This design comes from an exercise in tuning for small area and a short achievable clock period on the open sky130 flow, not from production work.
No run shown here included a check of the RTL's function; only the layout flow was run.

<file path="flow/standard.sh">
#!/bin/bash
# synth_recipe.tcl (not shown) runs the flow's synth.tcl, then flattens the netlist and writes it again
# the make line also repeats each setting of config.mk as NAME=value (left out here)
make -C /OpenROAD-flow-scripts/flow DESIGN_CONFIG=/design/flow/config.mk WORK_HOME=/design/flow/orfs CLKGATE_MAP_FILE= SYNTH_SCRIPT=/design/flow/synth_recipe.tcl "${@:-finish}"
</file>
<file path="flow/constraint.sdc">
create_clock -name core_clock -period 12.0 [get_ports {Clk}]
set_input_delay 2.4000 -clock core_clock [delete_from_list [all_inputs] [get_ports {Clk}]]
set_output_delay 2.4000 -clock core_clock [all_outputs]
set_load 0.01 [all_outputs]
</file>
<file path="flow/design.v">
module fpmul_queue_wrapper #(
  parameter int DW    = 32,
  parameter int DEPTH = 4,
  parameter int CNT_W = $clog2(DEPTH) + 1
) (
  input  logic          Clk,
  input  logic          Rst_n,
  input  logic [2:0]    A,
  input  logic          WE,
  input  logic          RE,
  input  logic [DW-1:0] InData,
  output logic [DW-1:0] OutData,
  output logic          irq,
  output logic          done_sig
);
  localparam int PW = $clog2(DEPTH);
  localparam logic [CNT_W-1:0] FULL = CNT_W'(DEPTH);
  localparam logic [8:0] E_ZERO   = 9'd0;
  localparam logic [8:0] E_ZERO_D = 9'd1;
  localparam logic [8:0] E_NAN_D  = 9'd509;
  localparam logic [8:0] E_INF    = 9'd510;
  localparam logic [8:0] E_NAN    = 9'd511;
  logic wr_opa, wr_opb, wr_ctrl, rd_pop, flush, err_clr;
  logic cmd_full, cmd_empty, res_empty, res_full, cmd_push, cmd_pop, res_push, res_pop;
  logic [DW-1:0]    opa_q, opb_q;
  logic             va_q, vb_q;
  logic             irq_en_q, ovf_q, unf_q;
  logic [PW-1:0]    cmd_rd_q, res_rd_q;
  logic [CNT_W-1:0] cmd_cnt_q, res_cnt_q;
  logic [2:0]       ph_q;
  logic             drop_q;
  assign wr_opa    = WE && (A == 3'd0);
  assign wr_opb    = WE && (A == 3'd1);
  assign wr_ctrl   = WE && (A == 3'd5);
  assign rd_pop    = RE && (A == 3'd2);
  assign flush     = wr_ctrl && InData[1];
  assign err_clr   = wr_ctrl && InData[0];
  assign cmd_full  = (cmd_cnt_q == FULL);
  assign cmd_empty = (cmd_cnt_q == '0);
  assign res_empty = (res_cnt_q == '0);
  assign res_full  = (res_cnt_q == FULL);
  assign cmd_push  = wr_opb && !cmd_full;
  assign res_pop   = rd_pop && !res_empty && !flush;
  assign cmd_pop   = (ph_q == 3'd1) && !flush;
  assign res_push  = (ph_q == 3'd7) && !flush;
  assign irq       = irq_en_q && !res_empty;
  assign done_sig  = res_push;
  logic [7:0]  ea, eb;
  logic [22:0] fa, fb;
  logic        a_z, b_z, a_m, b_m, a_fz, b_fz, nan_r, inf_r, zero_r, dnf;
  logic [8:0]  esum_in;
  logic [55:0] cmd_in;
  assign ea   = opa_q[30:23];
  assign eb   = InData[30:23];
  assign fa   = opa_q[22:0];
  assign fb   = InData[22:0];
  assign a_z  = !va_q || (ea == 8'h00);
  assign b_z  = (eb == 8'h00);
  assign a_m  = va_q && (ea == 8'hFF);
  assign b_m  = (eb == 8'hFF);
  assign a_fz = !va_q || (fa == '0);
  assign b_fz = (fb == '0);
  assign nan_r  = (a_m && !a_fz) || (b_m && !b_fz) || (a_m && b_z) || (b_m && a_z);
  assign inf_r  = a_m || b_m;
  assign zero_r = a_z || b_z;
  assign dnf    = (a_z && !a_fz) || (b_z && !b_fz);
  always_comb begin
    if (nan_r)       esum_in = dnf ? E_NAN_D : E_NAN;
    else if (inf_r)  esum_in = E_INF;
    else if (zero_r) esum_in = dnf ? E_ZERO_D : E_ZERO;
    else             esum_in = 9'(ea) + 9'(eb);
  end
  assign cmd_in = {(va_q && opa_q[31]) ^ InData[31], esum_in, fa, fb};
  logic [55:0] cmd_mem_q [DEPTH];
  logic [31:0] res_mem_q [DEPTH];
  logic [55:0] cmd_head;
  logic [31:0] res_head, res_in;
  logic [PW-1:0] cmd_wr, res_wr;
  assign cmd_wr   = cmd_rd_q + PW'(cmd_cnt_q);
  assign res_wr   = res_rd_q + PW'(res_cnt_q);
  logic [DEPTH-1:0] cmd_sel;
  fpmul_dec4 u_cdec (.a(cmd_rd_q), .y(cmd_sel));
  always_comb begin
    cmd_head = '0;
    for (int k = 0; k < DEPTH; k++)
      if (cmd_sel[k]) cmd_head = cmd_head | cmd_mem_q[k];
  end
  always_comb begin
    res_head = '0;
    for (int k = 0; k < DEPTH; k++)
      if (!res_empty && res_rd_q == PW'(k)) res_head = res_head | res_mem_q[k];
  end
  always_ff @(posedge Clk) begin
    if (cmd_push) cmd_mem_q[cmd_wr] <= cmd_in;
    if (res_push) res_mem_q[res_wr] <= res_in;
  end
  logic        sign_q;
  logic [8:0]  esum_q;
  logic [22:0] am_q, bm_q;
  logic [25:0] r_q;
  logic        s_q;
  logic [23:0] r_in;
  logic [27:0] sum;
  logic        ph0, ph1;
  assign ph0  = (ph_q == 3'd0);
  assign ph1  = (ph_q == 3'd1);
  assign r_in = ph1 ? 24'd0 : r_q[25:2];
  logic [23:0] mm;
  logic [23:0] q0, q1, q2, q3;
  logic [26:0] s1, c1, s2, c2, s3, c3;
  assign mm = {1'b1, am_q};
  assign q0 = mm & {24{bm_q[0]}};
  assign q1 = mm & {24{bm_q[1]}};
  assign q2 = mm & {24{bm_q[2]}};
  assign q3 = mm & {24{bm_q[3]}};
  fpmul_ha u_r1h (.a(r_in[0]), .b(q0[0]), .s(s1[0]), .co(c1[1]));
  for (genvar i = 1; i < 24; i++) begin : g_r1
    fpmul_fa u_fa (.a(r_in[i]), .b(q0[i]), .c(q1[i-1]), .s(s1[i]), .co(c1[i+1]));
  end
  assign s1[24] = q1[23];
  assign c1[0]  = 1'b0;
  assign s1[26:25] = '0;
  assign c1[26:25] = '0;
  assign s2[0] = s1[0];
  fpmul_ha u_r2h (.a(s1[1]), .b(c1[1]), .s(s2[1]), .co(c2[2]));
  for (genvar i = 2; i < 25; i++) begin : g_r2
    fpmul_fa u_fa (.a(s1[i]), .b(c1[i]), .c(q2[i-2]), .s(s2[i]), .co(c2[i+1]));
  end
  assign s2[25] = q2[23];
  assign c2[1:0] = '0;
  assign s2[26] = 1'b0;
  assign c2[26] = 1'b0;
  assign s3[1:0] = s2[1:0];
  fpmul_ha u_r3h (.a(s2[2]), .b(c2[2]), .s(s3[2]), .co(c3[3]));
  for (genvar i = 3; i < 26; i++) begin : g_r3
    fpmul_fa u_fa (.a(s2[i]), .b(c2[i]), .c(q3[i-3]), .s(s3[i]), .co(c3[i+1]));
  end
  assign s3[26] = q3[23];
  assign c3[2:0] = '0;
  always_comb begin
    logic [23:0] g, p, gg, pp;
    for (int i = 0; i < 24; i++) begin
      g[i] = s3[i+3] & c3[i+3];
      p[i] = s3[i+3] ^ c3[i+3];
    end
    gg = g;
    pp = p;
    for (int l = 0; l < 5; l++)
      for (int i = 0; i < 24; i++)
        if ((i + 1) % (2 << l) == 0) begin
          gg[i] = gg[i] | (pp[i] & gg[i - (1 << l)]);
          pp[i] = pp[i] & pp[i - (1 << l)];
        end
    for (int l = 3; l >= 0; l--)
      for (int i = 0; i < 24; i++)
        if ((i + 1) % (2 << l) == (1 << l) && i >= (2 << l)) begin
          gg[i] = gg[i] | (pp[i] & gg[i - (1 << l)]);
          pp[i] = pp[i] & pp[i - (1 << l)];
        end
    sum = {gg[23], p ^ {gg[22:0], 1'b0}, s3[2:0]};
  end
  always_ff @(posedge Clk) begin
    if (ph0) begin
      sign_q <= cmd_head[55];
      esum_q <= cmd_head[54:46];
      am_q   <= cmd_head[45:23];
      bm_q   <= cmd_head[22:0];
    end else begin
      bm_q   <= {4'hF, bm_q[22:4]};
    end
    r_q <= sum[27:2];
    s_q <= (!ph1 && (s_q || (|r_q[1:0]))) || (|sum[1:0]);
  end
  logic        norm, g, st, rnd, cy;
  logic [22:0] frac_t, frac_r;
  logic [9:0]  e_r;
  logic        spec, s_nan, s_inf, s_dnf;
  always_comb begin
    norm   = r_q[25];
    frac_t = norm ? r_q[24:2] : r_q[23:1];
    g      = norm ? r_q[1] : r_q[0];
    st     = s_q || (norm && r_q[0]);
    rnd    = g && (st || frac_t[0]);
    {cy, frac_r} = {1'b0, frac_t} + 24'(rnd);
    e_r    = 10'(esum_q) + 10'(norm) + 10'(cy) - 10'd127;
    spec   = (esum_q == E_ZERO) || (esum_q == E_ZERO_D) || (esum_q == E_NAN_D) ||
             (esum_q == E_INF) || (esum_q == E_NAN);
    s_nan  = (esum_q == E_NAN) || (esum_q == E_NAN_D);
    s_inf  = (esum_q == E_INF);
    s_dnf  = (esum_q == E_ZERO_D) || (esum_q == E_NAN_D);
    if (spec) begin
      if (s_nan)      res_in = {1'b0, 8'hFF, 1'b1, 21'b0, s_dnf};
      else if (s_inf) res_in = {sign_q, 8'hFF, 23'b0};
      else            res_in = {sign_q, 8'h00, 22'b0, s_dnf};
    end else if (!e_r[9] && (e_r[8] || (e_r[7:0] == 8'hFF))) begin
      res_in = {sign_q, 8'hFF, 21'b0, 1'b1, 1'b0};           
    end else if (e_r[9] || (e_r[7:0] == 8'h00)) begin
      res_in = {sign_q, 8'h00, 21'b0, 1'b1, 1'b0};           
    end else begin
      res_in = {sign_q, e_r[7:0], frac_r};
    end
  end
  logic go;
  assign go = !cmd_empty && !res_full && !flush;
  always_ff @(posedge Clk or negedge Rst_n) begin
    if (!Rst_n) begin
      ph_q      <= 3'd0;
      drop_q    <= 1'b0;
      va_q      <= 1'b0;
      vb_q      <= 1'b0;
      irq_en_q  <= 1'b0;
      ovf_q     <= 1'b0;
      unf_q     <= 1'b0;
      cmd_rd_q  <= '0;
      cmd_cnt_q <= '0;
      res_rd_q  <= '0;
      res_cnt_q <= '0;
    end else begin
      case (ph_q)
        3'd0:    ph_q <= go ? 3'd1 : 3'd0;
        3'd6:    ph_q <= (drop_q || flush) ? 3'd0 : 3'd7;
        3'd7:    ph_q <= 3'd0;
        default: ph_q <= ph_q + 3'd1;
      endcase
      drop_q <= !ph0 && (drop_q || flush);
      if (wr_opa) va_q <= 1'b1;
      if (wr_opb) vb_q <= 1'b1;
      if (wr_ctrl) irq_en_q <= InData[2];
      ovf_q <= err_clr ? 1'b0 : (ovf_q | (wr_opb && cmd_full));
      unf_q <= err_clr ? 1'b0 : (unf_q | (rd_pop && res_empty));
      if (flush) begin
        cmd_rd_q  <= '0;
        cmd_cnt_q <= '0;
        res_rd_q  <= '0;
        res_cnt_q <= '0;
      end else begin
        cmd_rd_q  <= cmd_rd_q + PW'(cmd_pop);
        cmd_cnt_q <= cmd_cnt_q + CNT_W'(cmd_push) - CNT_W'(cmd_pop);
        res_rd_q  <= res_rd_q + PW'(res_pop);
        res_cnt_q <= res_cnt_q + CNT_W'(res_push) - CNT_W'(res_pop);
      end
    end
  end
  always_ff @(posedge Clk) begin
    if (wr_opa) opa_q <= InData;
    if (wr_opb) opb_q <= InData;
  end
  logic [31:0] rp;
  logic        r_ff, r_00, r_sp, busy;
  assign rp   = res_head;
  assign r_ff = (rp[30:23] == 8'hFF);
  assign r_00 = (rp[30:23] == 8'h00);
  assign r_sp = r_ff || r_00;
  assign busy = !ph0 || !cmd_empty;
  logic [31:0] rd_a, rd_b, rd_p, rd_f, rd_s, rd_c;
  logic [5:0]  sel;
  assign rd_a = opa_q;
  assign rd_b = opb_q;
  assign rd_p = {rp[31:2], rp[1:0] & {2{!r_sp}}};
  assign rd_f = {26'b0, r_ff && rp[1], r_00 && rp[1], r_ff && rp[22],
                 r_ff && !rp[22], r_sp && rp[0], r_00 && !res_empty};
  assign rd_s = DW'({8'b0, 8'(cmd_cnt_q), 8'(res_cnt_q), 3'b0,
                     irq_en_q, busy, cmd_full, ovf_q, unf_q});
  assign rd_c = DW'({irq_en_q, 2'b0});
  fpmul_adec u_adec (.a(A), .va(va_q), .vb(vb_q), .sel(sel));
  for (genvar i = 0; i < 32; i++) begin : g_out
    logic ta, tb, tp, tf, ts, tc;
    assign ta = !(sel[0] && rd_a[i]);
    assign tb = !(sel[1] && rd_b[i]);
    assign tp = !(sel[2] && rd_p[i]);
    assign tf = !(sel[3] && rd_f[i]);
    assign ts = !(sel[4] && rd_s[i]);
    assign tc = !(sel[5] && rd_c[i]);
    if (i == 2) begin : g_n6
      fpmul_nand6 u_n (.x({ta, tb, tp, tf, ts, tc}), .y(OutData[i]));
    end else if (i < 5) begin : g_n5
      fpmul_nand5 u_n (.x({ta, tb, tp, tf, ts}), .y(OutData[i]));
    end else if (i == 5) begin : g_n4f
      fpmul_nand4 u_n (.x({ta, tb, tp, tf}), .y(OutData[i]));
    end else if ((i >= 8 && i <= 10) || (i >= 16 && i <= 18)) begin : g_n4s
      fpmul_nand4 u_n (.x({ta, tb, tp, ts}), .y(OutData[i]));
    end else begin : g_n3
      fpmul_nand3 u_n (.x({ta, tb, tp}), .y(OutData[i]));
    end
  end
endmodule
module fpmul_fa (input logic a, b, c, output logic s, co);
  assign s  = a ^ b ^ c;
  assign co = (a & b) | (a & c) | (b & c);
endmodule
module fpmul_ha (input logic a, b, output logic s, co);
  assign s  = a ^ b;
  assign co = a & b;
endmodule
module fpmul_dec4 (input logic [1:0] a, output logic [3:0] y);
  assign y = 4'b0001 << a;
endmodule
module fpmul_adec (
  input  logic [2:0] a,
  input  logic       va,
  input  logic       vb,
  output logic [5:0] sel
);
  assign sel = {a == 3'd5, a == 3'd4, a == 3'd3, a == 3'd2,
                (a == 3'd1) && vb, (a == 3'd0) && va};
endmodule
module fpmul_nand3 (input logic [2:0] x, output logic y);
  assign y = !(&x);
endmodule
module fpmul_nand4 (input logic [3:0] x, output logic y);
  assign y = !(&x);
endmodule
module fpmul_nand5 (input logic [4:0] x, output logic y);
  assign y = !(&x);
endmodule
module fpmul_nand6 (input logic [5:0] x, output logic y);
  assign y = !(&x);
endmodule
</file>
<file path="flow/config.mk">
export PLATFORM = sky130hd
export DESIGN_NAME = fpmul_queue_wrapper
export DESIGN_NICKNAME = fpmul_queue_wrapper
export VERILOG_FILES = /design/flow/design.v
export SDC_FILE = /design/flow/constraint.sdc
export NUM_CORES = 4
export LEC_CHECK = 0
export CAP_MARGIN = 20
export CORE_MARGIN = 2
export CORE_UTILIZATION = 40
export SLEW_MARGIN = 20
export SYNTH_HIERARCHICAL = 1
</file>
<file path="flow/flow/run.sh">
#!/bin/bash
set -euo pipefail
CTS="-sink_clustering_enable -repair_clock_nets -dont_use_dummy_load"
CTS="$CTS -buf_list {sky130_fd_sc_hd__clkbuf_8 sky130_fd_sc_hd__clkbuf_16}"
CTS="$CTS -sink_clustering_size 20 -sink_clustering_max_diameter 100"
bash standard.sh SETUP_SLACK_MARGIN=6.1 "CTS_ARGS=$CTS" finish > standard.log 2>&1
</file>
==> flow_results.xml, run 1 <==
<?xml version="1.0" encoding="UTF-8"?>
<metrics>
  <group name="sta">
    <metric name="fmaxAchievable" unit="MHz">164.4</metric>
    <metric name="rsz0062_at_grt" unit="">true</metric>
    <metric name="fin_setup_tns" unit="ps">0</metric>
    <metric name="finalHoldViolations" unit="">0</metric>
    <metric name="report.final.setup_viol" unit="">0</metric>
    <metric name="post_route_clock_period_utilization" unit="%">50.69</metric>
    <metric name="post-route-min-period" unit="ps">6083</metric>
    <metric name="pin_slew_with_the_least_headroom_to_its_limit" unit="ps">958.4</metric>
    <metric name="timing.final.max_slew_violations" unit="">0</metric>
    <metric name="finClkSkew" unit="ps">59.32</metric>
    <metric name="hold_ws" unit="ps">471.9</metric>
    <metric name="worst_slew_margin_relative_to_its_limit" unit="%">35.91</metric>
  </group>
  <group name="logic_synthesis">
    <metric name="ys.flop_type" unit="">sky130_fd_sc_hd__edfxtp_1</metric>
    <metric name="yosysWarningCount" unit="">7</metric>
    <metric name="synth_top_cells_by_count" unit="">sky130_fd_sc_hd__edfxtp_1 (449), sky130_fd_sc_hd__nand2_1 (228), sky130_fd_sc_hd__and2_1 (128), sky130_fd_sc_hd__a22oi_1 (113), sky130_fd_sc_hd__fa_1 (85)</metric>
    <metric name="netlist.area_leader.share" unit="%">56.61</metric>
    <metric name="synthTopCellsByArea" unit="">sky130_fd_sc_hd__edfxtp_1 (57%), sky130_fd_sc_hd__fa_1 (7.1%), sky130_fd_sc_hd__dfxtp_1 (4.2%), sky130_fd_sc_hd__nand2_1 (3.6%), sky130_fd_sc_hd__a22oi_1 (3.6%)</metric>
    <metric name="synth-edff-count" unit="">449</metric>
    <metric name="yosys.cell_count.top_type" unit="">sky130_fd_sc_hd__edfxtp_1</metric>
    <metric name="syn_area_per_cell" unit="um^2">13.53</metric>
    <metric name="postSynthRegisterBits" unit="">518</metric>
    <metric name="syn_area" unit="um^2">23820</metric>
    <metric name="synth-seq-area-share" unit="%">62.80</metric>
    <metric name="netlist-cell-type-count" unit="">73</metric>
    <metric name="synth_async_sr_flop_share" unit="%">3.668</metric>
    <metric name="syn_nets" unit="">1938</metric>
    <metric name="cell_taking_the_most_area_after_synthesis" unit="">sky130_fd_sc_hd__edfxtp_1</metric>
    <metric name="syn_inst" unit="">1761</metric>
  </group>
  <group name="worst_setup_path">
    <metric name="crit_type" unit="">in2out</metric>
    <metric name="critical_path_arrival" unit="ps">3680</metric>
    <metric name="crit_path_cell_trace" unit="">buf_12 &gt; nor4b_4 &gt; buf_4 &gt; buf_6 &gt; buf_12 &gt; nand2_2 &gt; and4_1 &gt; nand3_2 &gt; buf_6</metric>
    <metric name="critical-path-top-delay-family" unit="">simple AND/OR/NAND/NOR gates</metric>
    <metric name="path_buf_inv" unit="">5</metric>
    <metric name="regToRegSetupSlack" unit="ps">6430</metric>
    <metric name="rr_startpoint" unit="">bm_q[0]$_DFF_P_</metric>
    <metric name="critPathMaxFanout" unit="">6</metric>
    <metric name="reg2reg_to" unit="">r_q[20]$_DFF_P_</metric>
    <metric name="endpoint_kind" unit="">output pin</metric>
    <metric name="slowest_stage" unit="">sky130_fd_sc_hd__nor4b_4</metric>
    <metric name="worst_ep_required_time" unit="ps">9600</metric>
    <metric name="worstRegToRegCells" unit="">13</metric>
    <metric name="critical_path.startpoint_type" unit="">input port</metric>
    <metric name="cp_slowest_stage_delay" unit="ps">330</metric>
  </group>
  <group name="grt">
    <metric name="wire_length_of_the_first_global_routing_pass" unit="um">92560</metric>
    <metric name="grt_pass1_vias" unit="">14660</metric>
    <metric name="grtUsageTotal" unit="%">19.91</metric>
    <metric name="grt_max_degree" unit="">60</metric>
    <metric name="antenna_found_initial" unit="">1</metric>
    <metric name="total_congestion_overflow" unit="">0</metric>
  </group>
  <group name="routing">
    <metric name="routed-via-count" unit="">14920</metric>
    <metric name="detail_route.first_pass.iterations" unit="">6</metric>
    <metric name="route.detailed.wl_per_inst" unit="um">23.72</metric>
    <metric name="finalWirelength" unit="um">61890</metric>
    <metric name="detail_route.drc_violations" unit="">0</metric>
    <metric name="ant_nets" unit="">0</metric>
    <metric name="drtIter0Drc" unit="">1508</metric>
    <metric name="detail_route.vias_per_cell" unit="">5.718</metric>
  </group>
  <group name="floorplanning">
    <metric name="placement_rows" unit="">89</metric>
    <metric name="io_pins" unit="">73</metric>
    <metric name="die-height" unit="um">248.0</metric>
    <metric name="core_region_area" unit="um^2">58910</metric>
    <metric name="die-area" unit="um^2">61520</metric>
    <metric name="start_util" unit="%">40.43</metric>
    <metric name="die_w" unit="um">248.0</metric>
  </group>
  <group name="cts">
    <metric name="tritoncts.num_buffers" unit="">29</metric>
    <metric name="hold_buffers" unit="">0</metric>
    <metric name="worstSkewPairLatency" unit="ps">610</metric>
    <metric name="cts_tree" unit="">done</metric>
    <metric name="clockRootBuffer" unit="">sky130_fd_sc_hd__clkbuf_16</metric>
    <metric name="clock_pin_slew_on_the_worst_setup_and_hold_paths" unit="ps">80</metric>
    <metric name="cts.sinks" unit="">518</metric>
    <metric name="max-clock-path-buffers" unit="">3</metric>
    <metric name="h-tree-depth" unit="">1</metric>
  </group>
  <group name="placement">
    <metric name="port_buffers" unit="">72</metric>
    <metric name="dp_hpwl" unit="um">39480</metric>
    <metric name="place_congestion" unit="">0.8667</metric>
  </group>
  <group name="layout">
    <metric name="share_of_layout_cells_above_drive_strength_1" unit="%">12.43</metric>
    <metric name="area.growth.synth_to_final" unit="%">13.13</metric>
    <metric name="layout.nets" unit="">2014</metric>
  </group>
  <group name="worst_hold_path">
    <metric name="holdCritStartpoint" unit="">bm_q[14]$_DFF_P_</metric>
    <metric name="hold_path_class" unit="">reg2reg</metric>
    <metric name="cell_count_of_the_worst_hold_path" unit="">2</metric>
    <metric name="whs_endpoint" unit="">bm_q[10]$_DFF_P_</metric>
  </group>
  <group name="flow_run">
    <metric name="timing.max_cap.violations" unit="">0</metric>
  </group>
  <group name="run_status">
    <metric name="run_status" unit="">finished clean</metric>
  </group>
</metrics>
[sequential cells by signal, indices dropped and copies added, names as in the netlist, 2 cells and up]
signal,cells
res_mem_q,128
esum_q,9
am_q,23
r_q,26
cmd_cnt_q,3
cmd_mem_q,224
res_cnt_q,3
ph_q,3
res_rd_q,2
opa_q,32
bm_q,23
cmd_rd_q,2
opb_q,32
[what timing repair did]
action,4_1_cts,5_1_grt
gates cloned,6,4
endpoints found under the setup margin,121,92
pin swaps,28,9
gates resized for setup,218,62
setup buffers,16,6
[modules after synthesis, one instance, submodules excluded, excerpt]
module	cells inside	area, um^2	copies in the design	flops+latches
fpmul_nand4	1	6.256	7	0
fpmul_nand6	2	13.76	1	0
fpmul_nand5	2	11.26	4	0
fpmul_queue_wrapper	1642	22110	1	518
fpmul_adec	6	62.56	1	0
fpmul_dec4	4	26.28	1	0
[logic make-up after synthesis]
kind of cell / synth area share, %
adder cells (fa/ha/maj): 9.928
XOR/XNOR: 2.500
AND/OR/NAND/NOR: 13.15
AO/OA/AOI/OAI: 8.951
multiplexers: 0.6041
flip-flops: 62.80
buffers and inverters: 2.064
[how the worst max path moves through the flow]
| stage | from | end | cells past startpoint |
|---|---|---|---|
| 2_1_floorplan | WE | cmd_mem_q[1][0]$_DFFE_PP_ | 5 |
| 3_3_place_gp | A[2] | OutData[4] | 7 |
| 3_5_place_dp | A[2] | OutData[4] | 7 |
| 4_1_cts | A[0] | OutData[2] | 9 |
| 5_1_grt | A[1] | OutData[2] | 8 |
| 6_report | A[2] | OutData[2] | 9 |
[layer usage]
layer,vias to the layer above,global-route usage [%],wire (um)
met5,-,0,0
met1,7616,29.01,27600
met3,98,3.092,3909
met4,0,4.526,1609
li1,6676,-,-
met2,527,31.46,28770
[per-stage QoR]
stage	util, %	std cells	setup WS, ps	instance area, um^2
2_1_floorplan	-	1761	5828	23870
3_3_place_gp	43.21	2547	4527	25450
3_5_place_dp	43.21	2547	4415	25450
4_1_cts	45.21	2598	6007	26630
5_1_grt	45.74	2608	5915	26940
6_report	45.74	2609	5917	26950
[cell usage in the layout, fill, tap and decap left out, drive strengths merged, types with 35 or more instances in the layout]
| cell type | Yosys | final |
|---|---|---|
| a22oi | 113 | 113 |
| and2 | 130 | 130 |
| buf | 27 | 83 |
| clkbuf | 57 | 36 |
| clkdlybuf4s50 | 0 | 35 |
| dfxtp | 50 | 50 |
| edfxtp | 449 | 449 |
| fa | 85 | 85 |
| ha | 53 | 53 |
| nand2 | 229 | 229 |
| nand3 | 56 | 56 |
| nor2 | 73 | 73 |
| xnor2 | 38 | 38 |
[worst reg2reg max path, stage by stage (launching register included)]
cell and delay, ps:
sky130_fd_sc_hd__dfxtp_1 900, sky130_fd_sc_hd__and2_1 290, sky130_fd_sc_hd__fa_1 460, sky130_fd_sc_hd__fa_1 520
sky130_fd_sc_hd__fa_1 490, sky130_fd_sc_hd__ha_1 220, sky130_fd_sc_hd__fa_1 440, sky130_fd_sc_hd__a211oi_1 300
sky130_fd_sc_hd__o211ai_1 190, sky130_fd_sc_hd__a221o_1 410, sky130_fd_sc_hd__a211o_1 380, sky130_fd_sc_hd__a31o_2 290
sky130_fd_sc_hd__fa_1 370, sky130_fd_sc_hd__xor2_1 170
[area by class of cell]
cell class / count / area (um^2)
diodes: 1 / 2.502
clock buffers: 29 / 725.7
fillers: 5155 / 31960
inverters: 34 / 127.6
multi-input cells: 1127 / 8894
flip-flops and latches: 518 / 14970
well taps: 773 / 967.2
repair buffers: 127 / 1265
==> run 2, diff against run 1 <==
--- a/flow/flow/run.sh
+++ b/flow/flow/run.sh
@@ -5,2 +5,2 @@
 CTS="$CTS -sink_clustering_size 20 -sink_clustering_max_diameter 100"
-bash standard.sh SETUP_SLACK_MARGIN=6.1 "CTS_ARGS=$CTS" finish > standard.log 2>&1
+bash standard.sh SETUP_SLACK_MARGIN=5.9 "CTS_ARGS=$CTS" finish > standard.log 2>&1
==> run 2 against run 1 <==
Compared with the run above:
- still clean
- synthesized cell count is the same
- via count shrank 1.1%
- design area shrank 1.8%
- routed wire length shrank 2.7%
- synthesized area is the same
- critical path depth grew 1
- clock skew shrank 13 ps
- first-iteration DRC count shrank 1.5%
- utilization shrank 0.81 points
- worst setup slack lost 26 ps
==> flow_results.xml, run 2 <==
<?xml version="1.0" encoding="UTF-8"?>
<metrics>
  <group name="layout">
    <metric name="layout_commonest_cell" unit="">sky130_fd_sc_hd__edfxtp_1</metric>
    <metric name="largest_reg_flops" unit="">224</metric>
    <metric name="layout.nets" unit="">2005</metric>
    <metric name="final_cell_area" unit="um^2">26470</metric>
    <metric name="regMostFlops" unit="">cmd_mem_q</metric>
    <metric name="share_of_layout_cells_above_drive_strength_1" unit="%">9.200</metric>
    <metric name="layout_top_registers" unit="">cmd_mem_q: 224 flops, res_mem_q: 128 flops</metric>
    <metric name="most_frequent_cells_in_the_layout" unit="">sky130_fd_sc_hd__edfxtp_1 (449), sky130_fd_sc_hd__nand2_1 (224), sky130_fd_sc_hd__and2_1 (127)</metric>
    <metric name="area.growth.synth_to_final" unit="%">11.14</metric>
  </group>
  <group name="cts">
    <metric name="hold_buffers" unit="">0</metric>
    <metric name="max-clock-path-buffers" unit="">3</metric>
    <metric name="clock_pin_slew_on_the_worst_setup_and_hold_paths" unit="ps">80</metric>
    <metric name="h-tree-depth" unit="">1</metric>
    <metric name="clockRootBuffer" unit="">sky130_fd_sc_hd__clkbuf_16</metric>
    <metric name="worstSkewPairLatency" unit="ps">600</metric>
    <metric name="cts_tree" unit="">done</metric>
    <metric name="tritoncts.num_buffers" unit="">29</metric>
    <metric name="cts.sinks" unit="">518</metric>
  </group>
  <group name="worst_setup_path">
    <metric name="worst_ep_required_time" unit="ps">9600</metric>
    <metric name="critPathMaxFanout" unit="">6</metric>
    <metric name="rr_startpoint" unit="">r_q[25]$_DFF_P_</metric>
    <metric name="crit_type" unit="">in2out</metric>
    <metric name="regToRegSetupSlack" unit="ps">6270</metric>
    <metric name="worstRegToRegCells" unit="">17</metric>
    <metric name="critical_path_arrival" unit="ps">3710</metric>
    <metric name="endpoint_kind" unit="">output pin</metric>
    <metric name="reg2reg_to" unit="">res_mem_q[0][18]$_DFFE_PP_</metric>
    <metric name="critical_path.startpoint_type" unit="">input port</metric>
  </group>
  <group name="sta">
    <metric name="fin_setup_tns" unit="ps">0</metric>
    <metric name="post-route-min-period" unit="ps">6110</metric>
    <metric name="hold_ws" unit="ps">475.9</metric>
    <metric name="finalHoldViolations" unit="">0</metric>
    <metric name="finClkSkew" unit="ps">46.34</metric>
    <metric name="rsz0062_at_grt" unit="">true</metric>
    <metric name="report.final.setup_viol" unit="">0</metric>
    <metric name="post_route_clock_period_utilization" unit="%">50.91</metric>
    <metric name="fmaxAchievable" unit="MHz">163.7</metric>
    <metric name="worst_slew_margin_relative_to_its_limit" unit="%">33.22</metric>
    <metric name="pin_slew_with_the_least_headroom_to_its_limit" unit="ps">1002</metric>
    <metric name="timing.final.max_slew_violations" unit="">0</metric>
  </group>
  <group name="routing">
    <metric name="route.detailed.wl_per_inst" unit="um">23.16</metric>
    <metric name="detail_route.first_pass.iterations" unit="">7</metric>
    <metric name="ant_nets" unit="">0</metric>
    <metric name="drtIter0Drc" unit="">1486</metric>
    <metric name="detail_route.drc_violations" unit="">0</metric>
    <metric name="routed-via-count" unit="">14760</metric>
    <metric name="detail_route.vias_per_cell" unit="">5.675</metric>
    <metric name="finalWirelength" unit="um">60220</metric>
  </group>
  <group name="logic_synthesis">
    <metric name="yosysWarningCount" unit="">7</metric>
    <metric name="synth-edff-count" unit="">449</metric>
    <metric name="ys.flop_type" unit="">sky130_fd_sc_hd__edfxtp_1</metric>
    <metric name="yosys.cell_count.top_type" unit="">sky130_fd_sc_hd__edfxtp_1</metric>
    <metric name="netlist-cell-type-count" unit="">73</metric>
    <metric name="postSynthRegisterBits" unit="">518</metric>
    <metric name="synth-seq-area-share" unit="%">62.80</metric>
    <metric name="syn_area_per_cell" unit="um^2">13.53</metric>
    <metric name="syn_nets" unit="">1938</metric>
    <metric name="syn_inst" unit="">1761</metric>
    <metric name="syn_area" unit="um^2">23820</metric>
    <metric name="synth_async_sr_flop_share" unit="%">3.668</metric>
    <metric name="cell_taking_the_most_area_after_synthesis" unit="">sky130_fd_sc_hd__edfxtp_1</metric>
    <metric name="netlist.area_leader.share" unit="%">56.61</metric>
    <metric name="synthTopCellsByArea" unit="">sky130_fd_sc_hd__edfxtp_1 (57%), sky130_fd_sc_hd__fa_1 (7.1%), sky130_fd_sc_hd__dfxtp_1 (4.2%), sky130_fd_sc_hd__nand2_1 (3.6%), sky130_fd_sc_hd__a22oi_1 (3.6%)</metric>
    <metric name="synth_top_cells_by_count" unit="">sky130_fd_sc_hd__edfxtp_1 (449), sky130_fd_sc_hd__nand2_1 (228), sky130_fd_sc_hd__and2_1 (128), sky130_fd_sc_hd__a22oi_1 (113), sky130_fd_sc_hd__fa_1 (85)</metric>
  </group>
  <group name="run_status">
    <metric name="run_status" unit="">finished clean</metric>
  </group>
  <group name="floorplanning">
    <metric name="start_util" unit="%">40.43</metric>
    <metric name="die_w" unit="um">248.0</metric>
    <metric name="placement_rows" unit="">89</metric>
    <metric name="io_pins" unit="">73</metric>
    <metric name="die-area" unit="um^2">61520</metric>
    <metric name="core_region_area" unit="um^2">58910</metric>
    <metric name="die-height" unit="um">248.0</metric>
  </group>
  <group name="grt">
    <metric name="total_congestion_overflow" unit="">0</metric>
    <metric name="grt_max_degree" unit="">77</metric>
    <metric name="grt_pass1_vias" unit="">14430</metric>
    <metric name="wire_length_of_the_first_global_routing_pass" unit="um">90940</metric>
    <metric name="grtUsageTotal" unit="%">19.62</metric>
    <metric name="antenna_found_initial" unit="">1</metric>
  </group>
  <group name="placement">
    <metric name="detailed_place.area" unit="um^2">25450</metric>
    <metric name="dp_hpwl" unit="um">39420</metric>
    <metric name="place_congestion" unit="">0.8460</metric>
    <metric name="port_buffers" unit="">72</metric>
  </group>
  <group name="flow_run">
    <metric name="timing.max_cap.violations" unit="">0</metric>
  </group>
  <group name="worst_hold_path">
    <metric name="whs_endpoint" unit="">bm_q[4]$_DFF_P_</metric>
    <metric name="holdCritStartpoint" unit="">bm_q[8]$_DFF_P_</metric>
    <metric name="cell_count_of_the_worst_hold_path" unit="">2</metric>
    <metric name="hold_path_class" unit="">reg2reg</metric>
  </group>
</metrics>
run 2: cells by family after synthesis:
| logic type | after synthesis | share of synthesized area, % |
|---|---|---|
| simple gates | 617 | 13.15 |
| flops | 518 | 62.80 |
| compound gates | 288 | 8.951 |
| fa+ha+maj | 138 | 9.928 |
| buf+inv | 118 | 2.064 |
| xor+xnor | 68 | 2.500 |
| mux | 14 | 0.6041 |
run 2: what timing repair did:
action | 4_1_cts | 5_1_grt
resized for setup | 118 | 44
pin swaps | 16 | 4
setup endpoints to repair | 53 | 116
buffers inserted | 11 | 10
cloned | 2 | 0
run 2: how the worst max path moves through the flow:
| stage | depth (start not counted) | endpoint | startpoint |
|---|---|---|---|
| 6_report | 10 | OutData[10] | A[0] |
| 2_1_floorplan | 5 | cmd_mem_q[1][0]$_DFFE_PP_ | WE |
| 4_1_cts | 8 | OutData[2] | A[2] |
| 3_3_place_gp | 7 | OutData[2] | A[1] |
| 5_1_grt | 10 | OutData[18] | A[0] |
| 3_5_place_dp | 7 | OutData[2] | A[1] |
run 2: cell type report:
type | count | area [um^2]
diodes | 1 | 2.502
clock buffers | 29 | 725.7
fillers | 5133 | 32440
inverters | 34 | 127.6
multi-input cells | 1126 | 8657
flip-flops and latches | 518 | 14960
well taps | 773 | 967.2
repair buffers | 119 | 1031
run 2: metrics by stage:
stage	util [%]	std cells	setup WS, ps
final	44.94	2600	5890
after floorplan	-	1761	5823
after global placement	43.21	2547	4581
after detailed placement	43.21	2547	4554
after CTS	44.69	2589	5749
after global routing	44.93	2599	5886
run 2: Yosys stat by module (local to each module, per instance), a selection:
module | area, um^2 | cells | copies in the design
fpmul_nand5 | 11.26 | 2 | 4
fpmul_nand4 | 6.256 | 1 | 7
fpmul_ha | 12.51 | 1 | 3
fpmul_nand3 | 5.005 | 1 | 20
fpmul_adec | 62.56 | 6 | 1
fpmul_fa | 20.02 | 1 | 69
fpmul_dec4 | 26.28 | 4 | 1
run 2: critical path, cell delays in order:
cell and delay (ps):
sky130_fd_sc_hd__buf_12 110, sky130_fd_sc_hd__nor4b_4 260, sky130_fd_sc_hd__buf_4 170, sky130_fd_sc_hd__buf_6 100, sky130_fd_sc_hd__buf_12 100, sky130_fd_sc_hd__buf_8 120, sky130_fd_sc_hd__buf_4 120, sky130_fd_sc_hd__nand2_1 50
sky130_fd_sc_hd__nand4_1 120, sky130_fd_sc_hd__buf_2 150
run 2: routing by layer:
metal | track usage [%] | wire (um) | vias to the layer above
met5 | 0 | 0 | -
met4 | 4.473 | 1378 | 0
met3 | 3.394 | 3961 | 67
met2 | 30.78 | 28020 | 465
met1 | 28.54 | 26860 | 7567
li1 | - | - | 6656
==> run 3, diff against run 2 <==
--- a/flow/flow/run.sh
+++ b/flow/flow/run.sh
@@ -5,2 +5,2 @@
 CTS="$CTS -sink_clustering_size 20 -sink_clustering_max_diameter 100"
-bash standard.sh SETUP_SLACK_MARGIN=5.9 "CTS_ARGS=$CTS" finish > standard.log 2>&1
+bash standard.sh SETUP_SLACK_MARGIN=5.6 "CTS_ARGS=$CTS" finish > standard.log 2>&1
==> run 3 against run 2 <==
Compared with the run above:
- clock skew decreased by 11 ps
- sequential cell count unchanged
- critical path depth decreased by 4
- synthesized area unchanged
==> flow_results.xml, run 3 <==
<?xml version="1.0" encoding="UTF-8"?>
<metrics>
  <group name="routing">
    <metric name="detail_route.vias_per_cell" unit="">5.659</metric>
    <metric name="ant_nets" unit="">0</metric>
    <metric name="detail_route.first_pass.iterations" unit="">6</metric>
    <metric name="wl_met2" unit="um">28240</metric>
    <metric name="route.detailed.wl_per_inst" unit="um">23.41</metric>
    <metric name="highest-signal-layer" unit="">met4</metric>
    <metric name="routed-via-count" unit="">14660</metric>
    <metric name="drtIter0Drc" unit="">1548</metric>
    <metric name="wl_met3" unit="um">4436</metric>
    <metric name="finalWirelength" unit="um">60630</metric>
    <metric name="detail_route.drc_violations" unit="">0</metric>
    <metric name="met1Wirelength" unit="um">26520</metric>
  </group>
  <group name="logic_synthesis">
    <metric name="yosysWarningCount" unit="">7</metric>
    <metric name="syn_area_per_cell" unit="um^2">13.53</metric>
    <metric name="syn_area" unit="um^2">23820</metric>
    <metric name="synth_top_cells_by_count" unit="">sky130_fd_sc_hd__edfxtp_1 (449), sky130_fd_sc_hd__nand2_1 (228), sky130_fd_sc_hd__and2_1 (128), sky130_fd_sc_hd__a22oi_1 (113), sky130_fd_sc_hd__fa_1 (85)</metric>
    <metric name="synthXorXnorAreaFrac" unit="%">2.500</metric>
    <metric name="synth_simple_gate_area_share" unit="%">13.15</metric>
    <metric name="syn_nets" unit="">1938</metric>
    <metric name="muxShareOfSynthArea" unit="%">0.6041</metric>
    <metric name="syn_inst" unit="">1761</metric>
    <metric name="netlist.area_leader.share" unit="%">56.61</metric>
    <metric name="synth_fa_ha_area_share" unit="%">9.928</metric>
    <metric name="synth_async_sr_flop_share" unit="%">3.668</metric>
    <metric name="netlist-cell-type-count" unit="">73</metric>
    <metric name="synth-edff-count" unit="">449</metric>
    <metric name="ys.flop_type" unit="">sky130_fd_sc_hd__edfxtp_1</metric>
    <metric name="largest_family_of_logic_cells_by_synthesized_area" unit="">simple AND/OR/NAND/NOR gates</metric>
    <metric name="synth-seq-area-share" unit="%">62.80</metric>
    <metric name="compound_gate_portion_of_the_synthesized_area" unit="%">8.951</metric>
    <metric name="postSynthRegisterBits" unit="">518</metric>
    <metric name="yosys.cell_count.top_type" unit="">sky130_fd_sc_hd__edfxtp_1</metric>
    <metric name="synthTopCellsByArea" unit="">sky130_fd_sc_hd__edfxtp_1 (57%), sky130_fd_sc_hd__fa_1 (7.1%), sky130_fd_sc_hd__dfxtp_1 (4.2%), sky130_fd_sc_hd__nand2_1 (3.6%), sky130_fd_sc_hd__a22oi_1 (3.6%)</metric>
    <metric name="cell_taking_the_most_area_after_synthesis" unit="">sky130_fd_sc_hd__edfxtp_1</metric>
  </group>
  <group name="sta">
    <metric name="timing.final.max_slew_violations" unit="">0</metric>
    <metric name="worst_slew_margin_relative_to_its_limit" unit="%">33.02</metric>
    <metric name="post_route_clock_period_utilization" unit="%">52.65</metric>
    <metric name="rsz0062_at_grt" unit="">false</metric>
    <metric name="finClkSkew" unit="ps">35.36</metric>
    <metric name="hold_ws" unit="ps">463.6</metric>
    <metric name="fmaxAchievable" unit="MHz">158.3</metric>
    <metric name="pin_slew_with_the_least_headroom_to_its_limit" unit="ps">1001</metric>
    <metric name="report.final.setup_viol" unit="">0</metric>
    <metric name="finalHoldViolations" unit="">0</metric>
    <metric name="fin_setup_tns" unit="ps">0</metric>
    <metric name="post-route-min-period" unit="ps">6319</metric>
  </group>
  <group name="worst_setup_path">
    <metric name="endpoint_kind" unit="">output pin</metric>
    <metric name="crit_path_cell_trace" unit="">buf_4 &gt; nor4b_4 &gt; buf_6 &gt; nand2_1 &gt; nand3_1 &gt; clkdlybuf4s50_1</metric>
    <metric name="crit_type" unit="">in2out</metric>
    <metric name="worstRegToRegCells" unit="">17</metric>
    <metric name="rr_startpoint" unit="">r_q[25]$_DFF_P_</metric>
    <metric name="regToRegSetupSlack" unit="ps">6030</metric>
    <metric name="critPathMaxFanout" unit="">11</metric>
    <metric name="cp_slowest_stage_delay" unit="ps">540</metric>
    <metric name="worst_ep_required_time" unit="ps">9600</metric>
    <metric name="critical_path.startpoint_type" unit="">input port</metric>
    <metric name="critical_path_arrival" unit="ps">3920</metric>
    <metric name="slowest_stage" unit="">sky130_fd_sc_hd__clkdlybuf4s50_1</metric>
    <metric name="reg2reg_to" unit="">res_mem_q[2][12]$_DFFE_PP_</metric>
    <metric name="path_buf_inv" unit="">3</metric>
    <metric name="critical-path-top-delay-family" unit="">buffers and inverters</metric>
  </group>
  <group name="worst_hold_path">
    <metric name="whs_endpoint" unit="">bm_q[0]$_DFF_P_</metric>
    <metric name="cell_count_of_the_worst_hold_path" unit="">2</metric>
    <metric name="hold_path_class" unit="">reg2reg</metric>
    <metric name="holdCritStartpoint" unit="">bm_q[4]$_DFF_P_</metric>
  </group>
  <group name="layout">
    <metric name="layout_commonest_cell" unit="">sky130_fd_sc_hd__edfxtp_1</metric>
    <metric name="fill_cells" unit="">5231</metric>
    <metric name="area.growth.synth_to_final" unit="%">11.00</metric>
    <metric name="fin_util" unit="%">44.88</metric>
    <metric name="share_of_layout_cells_above_drive_strength_1" unit="%">7.320</metric>
    <metric name="largest_reg_flops" unit="">224</metric>
    <metric name="most_frequent_cells_in_the_layout" unit="">sky130_fd_sc_hd__edfxtp_1 (449), sky130_fd_sc_hd__nand2_1 (227), sky130_fd_sc_hd__and2_1 (127)</metric>
    <metric name="layout.nets" unit="">1996</metric>
    <metric name="layout_top_registers" unit="">cmd_mem_q: 224 flops, res_mem_q: 128 flops</metric>
    <metric name="layout.cells.non_filler" unit="">2590</metric>
    <metric name="antenna-diode-count" unit="">0</metric>
    <metric name="regMostFlops" unit="">cmd_mem_q</metric>
  </group>
  <group name="cts">
    <metric name="hold_buffers" unit="">0</metric>
    <metric name="clockRootBuffer" unit="">sky130_fd_sc_hd__clkbuf_16</metric>
    <metric name="tritoncts.num_buffers" unit="">30</metric>
    <metric name="cts_tree" unit="">done</metric>
    <metric name="max-clock-path-buffers" unit="">3</metric>
    <metric name="h-tree-depth" unit="">1</metric>
    <metric name="worstSkewPairLatency" unit="ps">610</metric>
    <metric name="cts.sinks" unit="">518</metric>
    <metric name="clock_pin_slew_on_the_worst_setup_and_hold_paths" unit="ps">90</metric>
  </group>
  <group name="placement">
    <metric name="port_buffers" unit="">72</metric>
    <metric name="dp_hpwl" unit="um">39830</metric>
    <metric name="post-place-cells" unit="">2546</metric>
    <metric name="place_congestion" unit="">0.8471</metric>
  </group>
  <group name="grt">
    <metric name="grtUsageTotal" unit="%">19.54</metric>
    <metric name="grt_pass1_vias" unit="">14290</metric>
    <metric name="wire_length_of_the_first_global_routing_pass" unit="um">89850</metric>
    <metric name="total_congestion_overflow" unit="">0</metric>
    <metric name="antenna_found_initial" unit="">0</metric>
    <metric name="grt_max_degree" unit="">57</metric>
  </group>
  <group name="floorplanning">
    <metric name="start_util" unit="%">40.43</metric>
    <metric name="die_w" unit="um">248.0</metric>
    <metric name="core_region_area" unit="um^2">58910</metric>
    <metric name="placement_rows" unit="">89</metric>
    <metric name="die-height" unit="um">248.0</metric>
    <metric name="die-area" unit="um^2">61520</metric>
    <metric name="io_pins" unit="">73</metric>
  </group>
  <group name="run_status">
    <metric name="run_status" unit="">finished clean</metric>
  </group>
  <group name="flow_run">
    <metric name="timing.max_cap.violations" unit="">0</metric>
  </group>
</metrics>
-- run 3: cell counts after synthesis --
No cell type changed its count.
-- run 3: cells by family after synthesis --
logic type	count (synthesis)
AOI/OAI and AO/OA	288
xor gates and xnor gates	68
adders and majority gates	138
buffers and inverters	118
DFF	518
muxes	14
and+or+nand+nor	617
-- run 3: repair_timing --
item	in CTS	in global routing
cloned	2	1
gates resized for setup	52	22
setup endpoints to repair	37	104
hold endpoints to repair	0	0
setup buffers	9	2
pin swaps	3	3
-- run 3: area by class of cell --
class	instances	area, um^2	area share (%)
Tap cell	773	967.2	3.658
Clock buffer	30	750.7	2.839
Sequential cell	518	14960	56.60
Inverter	34	127.6	0.4827
Multi-Input combinational cell	1127	8611	32.57
Timing Repair Buffer	108	1018	3.852
-- run 3: Yosys stat by module, one instance, submodules excluded --
module,flops+latches,cells inside,cell area [um^2]
fpmul_queue_wrapper,518,1642,22110
fpmul_adec,0,6,62.56
fpmul_dec4,0,4,26.28
fpmul_fa,0,1,20.02
fpmul_nand6,0,2,13.76
fpmul_ha,0,1,12.51
fpmul_nand5,0,2,11.26
fpmul_nand4,0,1,6.256
fpmul_nand3,0,1,5.005
-- run 3: worst max-delay path by stage --
stage                           start            endpoint  slack [ps]  cells after the start
2_1_floorplan                    A[2]  opa_q[0]$_DFFE_PP_        5610                      1
3_3_place_gp                     A[2]          OutData[4]        4570                      7
3_5_place_dp                     A[2]          OutData[4]        4580                      7
4_1_cts        res_cnt_q[0]$_DFF_PN0_          OutData[4]        5500                      9
5_1_grt                          A[0]         OutData[15]        5620                      6
6_report                         A[0]         OutData[15]        5680                      6
-- run 3: stage by stage --
step,area [um^2],setup slack (ps)
6_report,26440,5681
5_1_grt,26440,5616
4_1_cts,26330,5504
3_5_place_dp,25440,4579
3_3_place_gp,25440,4575
2_1_floorplan,23860,5615
-- run 3: worst reg2reg max path: cells and delay by family, from the launching register on --
kind | cells | cell delay, ps
fa+ha+maj | 3 | 990
buf+inv | 4 | 850
compound gates | 3 | 940
xor+xnor | 1 | 180
flops | 1 | 570
simple gates | 6 | 2170
-- run 3: per-layer routing --
metal  track usage [%]  up-vias
li1                  -     6651
met1             27.48     7448
met2             30.82      476
met3             3.997       81
met4             5.460        0
met5                 0        -
==> run 4, diff against run 3 <==
--- a/flow/flow/run.sh
+++ b/flow/flow/run.sh
@@ -5,2 +5,2 @@
 CTS="$CTS -sink_clustering_size 20 -sink_clustering_max_diameter 100"
-bash standard.sh SETUP_SLACK_MARGIN=5.6 "CTS_ARGS=$CTS" finish > standard.log 2>&1
+bash standard.sh SETUP_SLACK_MARGIN=5.3 "CTS_ARGS=$CTS" finish > standard.log 2>&1
==> run 4 against run 3 <==
Compared with the run above:
- routed wire length shrank 1.2%
- utilization fell by 0.30 points
- global-route usage is 0.13 points lower
- synthesized cell count did not move
- clock-buffer cell count unchanged
- largest cell class unchanged
- still clean
- first-iteration DRC count shrank 3.4%
- highest routed layer unchanged
- critical endpoint is now done_sig
==> flow_results.xml, run 4 <==
<?xml version="1.0" encoding="UTF-8"?>
<metrics>
  <group name="sta">
    <metric name="timing.final.max_slew_violations" unit="">0</metric>
    <metric name="post_route_clock_period_utilization" unit="%">55.03</metric>
    <metric name="setup_ws" unit="ps">5397</metric>
    <metric name="report.final.setup_viol" unit="">0</metric>
    <metric name="hold_ws" unit="ps">463.4</metric>
    <metric name="finClkSkew" unit="ps">33.42</metric>
    <metric name="fin_setup_tns" unit="ps">0</metric>
    <metric name="worst_slew_margin_relative_to_its_limit" unit="%">32.57</metric>
    <metric name="finalHoldViolations" unit="">0</metric>
    <metric name="fmaxAchievable" unit="MHz">151.4</metric>
    <metric name="post-route-min-period" unit="ps">6603</metric>
    <metric name="pin_slew_with_the_least_headroom_to_its_limit" unit="ps">1011</metric>
    <metric name="rsz0062_at_grt" unit="">true</metric>
  </group>
  <group name="logic_synthesis">
    <metric name="synth_top_cells_by_count" unit="">sky130_fd_sc_hd__edfxtp_1 (449), sky130_fd_sc_hd__nand2_1 (228), sky130_fd_sc_hd__and2_1 (128), sky130_fd_sc_hd__a22oi_1 (113), sky130_fd_sc_hd__fa_1 (85)</metric>
    <metric name="synth-edff-count" unit="">449</metric>
    <metric name="postSynthRegisterBits" unit="">518</metric>
    <metric name="synth-seq-area-share" unit="%">62.80</metric>
    <metric name="syn_area" unit="um^2">23820</metric>
    <metric name="netlist.area_leader.share" unit="%">56.61</metric>
    <metric name="netlist-cell-type-count" unit="">73</metric>
    <metric name="synth_async_sr_flop_share" unit="%">3.668</metric>
    <metric name="cell_taking_the_most_area_after_synthesis" unit="">sky130_fd_sc_hd__edfxtp_1</metric>
    <metric name="syn_inst" unit="">1761</metric>
    <metric name="syn_nets" unit="">1938</metric>
    <metric name="synthTopCellsByArea" unit="">sky130_fd_sc_hd__edfxtp_1 (57%), sky130_fd_sc_hd__fa_1 (7.1%), sky130_fd_sc_hd__dfxtp_1 (4.2%), sky130_fd_sc_hd__nand2_1 (3.6%), sky130_fd_sc_hd__a22oi_1 (3.6%)</metric>
    <metric name="syn_area_per_cell" unit="um^2">13.53</metric>
    <metric name="ys.flop_type" unit="">sky130_fd_sc_hd__edfxtp_1</metric>
    <metric name="yosys.cell_count.top_type" unit="">sky130_fd_sc_hd__edfxtp_1</metric>
    <metric name="yosysWarningCount" unit="">7</metric>
  </group>
  <group name="cts">
    <metric name="h-tree-depth" unit="">1</metric>
    <metric name="cts.sinks" unit="">518</metric>
    <metric name="clock_pin_slew_on_the_worst_setup_and_hold_paths" unit="ps">90</metric>
    <metric name="max-clock-path-buffers" unit="">3</metric>
    <metric name="clockRootBuffer" unit="">sky130_fd_sc_hd__clkbuf_16</metric>
    <metric name="hold_buffers" unit="">0</metric>
    <metric name="cts_tree" unit="">done</metric>
    <metric name="tritoncts.num_buffers" unit="">30</metric>
    <metric name="worstSkewPairLatency" unit="ps">610</metric>
  </group>
  <group name="flow_run">
    <metric name="timing.max_cap.violations" unit="">0</metric>
  </group>
  <group name="worst_setup_path">
    <metric name="endpoint_kind" unit="">output pin</metric>
    <metric name="critPathMaxFanout" unit="">7</metric>
    <metric name="crit_type" unit="">in2out</metric>
    <metric name="worst_ep_required_time" unit="ps">9600</metric>
    <metric name="most_frequent_cp_cell" unit="">sky130_fd_sc_hd__clkdlybuf4s50_1</metric>
    <metric name="slowest_stage" unit="">sky130_fd_sc_hd__clkdlybuf4s50_1</metric>
    <metric name="critical_path.startpoint_type" unit="">input port</metric>
    <metric name="critical-path-top-delay-family" unit="">buffers and inverters</metric>
    <metric name="path_buf_inv" unit="">3</metric>
    <metric name="crit_path_cell_trace" unit="">clkdlybuf4s50_1 &gt; and4b_1 &gt; nand2_2 &gt; nand2_1 &gt; inv_1 &gt; clkdlybuf4s50_1</metric>
    <metric name="critical_path_arrival" unit="ps">4200</metric>
    <metric name="cp_slowest_stage_delay" unit="ps">500</metric>
  </group>
  <group name="run_status">
    <metric name="run_status" unit="">finished clean</metric>
  </group>
  <group name="routing">
    <metric name="ant_nets" unit="">0</metric>
    <metric name="detail_route.drc_violations" unit="">0</metric>
    <metric name="drtIter0Drc" unit="">1495</metric>
    <metric name="finalWirelength" unit="um">59900</metric>
    <metric name="detail_route.first_pass.iterations" unit="">7</metric>
    <metric name="route.detailed.wl_per_inst" unit="um">23.22</metric>
    <metric name="detail_route.vias_per_cell" unit="">5.637</metric>
    <metric name="routed-via-count" unit="">14540</metric>
  </group>
  <group name="layout">
    <metric name="most_frequent_cells_in_the_layout" unit="">sky130_fd_sc_hd__edfxtp_1 (449), sky130_fd_sc_hd__nand2_1 (227), sky130_fd_sc_hd__and2_1 (127)</metric>
    <metric name="largest_reg_flops" unit="">224</metric>
    <metric name="layout_commonest_cell" unit="">sky130_fd_sc_hd__edfxtp_1</metric>
    <metric name="antenna-diode-count" unit="">0</metric>
    <metric name="area.growth.synth_to_final" unit="%">10.26</metric>
    <metric name="layout_top_registers" unit="">cmd_mem_q: 224 flops, res_mem_q: 128 flops</metric>
    <metric name="share_of_layout_cells_above_drive_strength_1" unit="%">6.032</metric>
    <metric name="fill_cells" unit="">5235</metric>
    <metric name="layout.nets" unit="">1986</metric>
    <metric name="final_cell_area" unit="um^2">26260</metric>
    <metric name="regMostFlops" unit="">cmd_mem_q</metric>
  </group>
  <group name="floorplanning">
    <metric name="die-height" unit="um">248.0</metric>
    <metric name="core_region_area" unit="um^2">58910</metric>
    <metric name="die-area" unit="um^2">61520</metric>
    <metric name="placement_rows" unit="">89</metric>
    <metric name="die_w" unit="um">248.0</metric>
    <metric name="io_pins" unit="">73</metric>
    <metric name="start_util" unit="%">40.43</metric>
  </group>
  <group name="placement">
    <metric name="worst_slack_placed" unit="ps">4579</metric>
    <metric name="detailed_place.area" unit="um^2">25440</metric>
    <metric name="port_buffers" unit="">72</metric>
    <metric name="dp_hpwl" unit="um">39830</metric>
    <metric name="place_congestion" unit="">0.8471</metric>
  </group>
  <group name="grt">
    <metric name="wire_length_of_the_first_global_routing_pass" unit="um">89360</metric>
    <metric name="grtUsageTotal" unit="%">19.41</metric>
    <metric name="antenna_found_initial" unit="">0</metric>
    <metric name="grt_pass1_vias" unit="">14210</metric>
    <metric name="grt_max_degree" unit="">57</metric>
    <metric name="total_congestion_overflow" unit="">0</metric>
  </group>
  <group name="worst_hold_path">
    <metric name="hold_path_class" unit="">reg2reg</metric>
  </group>
</metrics>
run 4: changes by cell type in the layout (fill, tap and decap cells not counted), moves of 3 or more:
cell and change:
sky130_fd_sc_hd__a211oi_1 +7, sky130_fd_sc_hd__a211oi_2 -7, sky130_fd_sc_hd__buf_2 +4, sky130_fd_sc_hd__buf_4 -9
sky130_fd_sc_hd__clkdlybuf4s50_1 +22, sky130_fd_sc_hd__dfrtp_1 +3, sky130_fd_sc_hd__dfrtp_2 -3, sky130_fd_sc_hd__dlygate4sd2_1 -17
sky130_fd_sc_hd__dlymetal6s2s_1 -5
run 4: path summary, 6_finish.rpt:
kind / cells after the start / slack, ps / end / start
worst max-delay path: 6 / 5400 / done_sig / WE
worst min-delay path: 2 / 460 / bm_q[0]$_DFF_P_ / bm_q[4]$_DFF_P_
worst max register to register: 16 / 5640 / res_mem_q[3][18]$_DFFE_PP_ / r_q[25]$_DFF_P_
worst min register to register: 2 / 460 / bm_q[0]$_DFF_P_ / bm_q[4]$_DFF_P_
max in group asynchronous: 1 / 9110 / res_rd_q[0]$_DFF_PN0_ / Rst_n
min in group asynchronous: 1 / 2310 / irq_en_q$_DFFE_PN0P_ / Rst_n
run 4: cell type report:
cell class | instances | area (um^2) | share of cell area [%]
repair buffers | 99 | 925.9 | 3.525
clock buffers | 30 | 750.7 | 2.859
multi-input cells | 1126 | 8531 | 32.48
flip-flops and latches | 518 | 14960 | 56.97
well taps | 773 | 967.2 | 3.683
inverters | 34 | 127.6 | 0.4859
run 4: logic make-up after synthesis:
kind of cell | count (synthesis) | share of synthesized area, %
buffers and inverters | 118 | 2.064
adders and majority gates | 138 | 9.928
xor gates and xnor gates | 68 | 2.500
AOI/OAI and AO/OA | 288 | 8.951
muxes | 14 | 0.6041
and+or+nand+nor | 617 | 13.15
DFF | 518 | 62.80
run 4: per-module statistics from Yosys, one instance, submodules excluded:
| module | flip-flops and latches | area, um^2 | cells inside |
|---|---|---|---|
| fpmul_queue_wrapper | 518 | 22110 | 1642 |
| fpmul_ha | 0 | 12.51 | 1 |
| fpmul_nand3 | 0 | 5.005 | 1 |
| fpmul_nand4 | 0 | 6.256 | 1 |
| fpmul_fa | 0 | 20.02 | 1 |
| fpmul_nand5 | 0 | 11.26 | 2 |
| fpmul_nand6 | 0 | 13.76 | 2 |
| fpmul_adec | 0 | 62.56 | 6 |
| fpmul_dec4 | 0 | 26.28 | 4 |
run 4: timing repair:
action,in CTS,in global routing
buffers inserted,1,1
setup endpoints to repair,33,29
gates cloned,1,1
resized for setup,19,7
pin swaps,2,1
run 4: metal layers:
layer / GRT usage (%) / part of all wire (%) / wire length (um) / vias up
li1: - / - / - / 6624
met1: 27.15 / 43 / 25970 / 7359
met2: 30.76 / 46 / 27780 / 483
met3: 4.374 / 8.1 / 4844 / 77
met4: 4.843 / 2.2 / 1305 / 0
met5: 0 / 0 / 0 / -
run 4: through the flow:
step                util, %  std cells
detailed placement    43.18       2546
global route          44.58       2580
global placement      43.18       2546
CTS                   44.50       2578
floorplan                 -       1761
finish                44.58       2580
run 4: worst reg2reg max path, stage by stage (launching register included):
cell and delay [ps]:
sky130_fd_sc_hd__dfxtp_2 560, sky130_fd_sc_hd__buf_4 460, sky130_fd_sc_hd__mux2i_1 170, sky130_fd_sc_hd__nor4_1 640, sky130_fd_sc_hd__and3_1 440, sky130_fd_sc_hd__and4bb_2 310, sky130_fd_sc_hd__nand3_1 150, sky130_fd_sc_hd__ha_1 310
sky130_fd_sc_hd__inv_1 60, sky130_fd_sc_hd__ha_1 180, sky130_fd_sc_hd__inv_1 70, sky130_fd_sc_hd__fa_1 510, sky130_fd_sc_hd__nor4_1 380, sky130_fd_sc_hd__xor2_1 180, sky130_fd_sc_hd__o31ai_1 110, sky130_fd_sc_hd__or3_1 790
sky130_fd_sc_hd__a211oi_1 760

-- re-timing with driven ports --
The flow's constraints put no driver on any port. The routed layouts listed below were extracted and timed again, unchanged, in two steps. Step 1 (the two cells are an assumption about what drives the block):
set clk [get_ports {Clk}]
set_driving_cell -lib_cell sky130_fd_sc_hd__clkbuf_16 $clk
set_driving_cell -lib_cell sky130_fd_sc_hd__buf_2 [delete_from_list [all_inputs] $clk]
Step 2, shift: input delay + t, output delay - t, t = (earliest + latest rising clock arrival at the registers) / 2. This alone moves slack from input paths to output paths. Three values: ideal, step 1, step 2; two values: the first two.
run | t (ns) | slack for setup (ns) | hold slack, ns | worst setup path at the end
run 1 | 0.635 | 5.917 / 5.850 / 5.850 | 0.472 / 0.472 / 0.472 | input to output
run 2 | 0.635 | 5.890 / 5.831 / 5.831 | 0.476 / 0.476 / 0.476 | input to output
run 3 | 0.645 | 5.681 / 5.649 / 5.649 | 0.464 / 0.464 / 0.464 | input to output
run 4 | 0.647 | 5.397 / 5.359 / 5.359 | 0.463 / 0.463 / 0.463 | input to output
After both steps setup and hold are still met in every run listed. The setup slack of run 1, which loses most, moves by -0.067 ns with the drivers and by -0.067 ns with both steps.
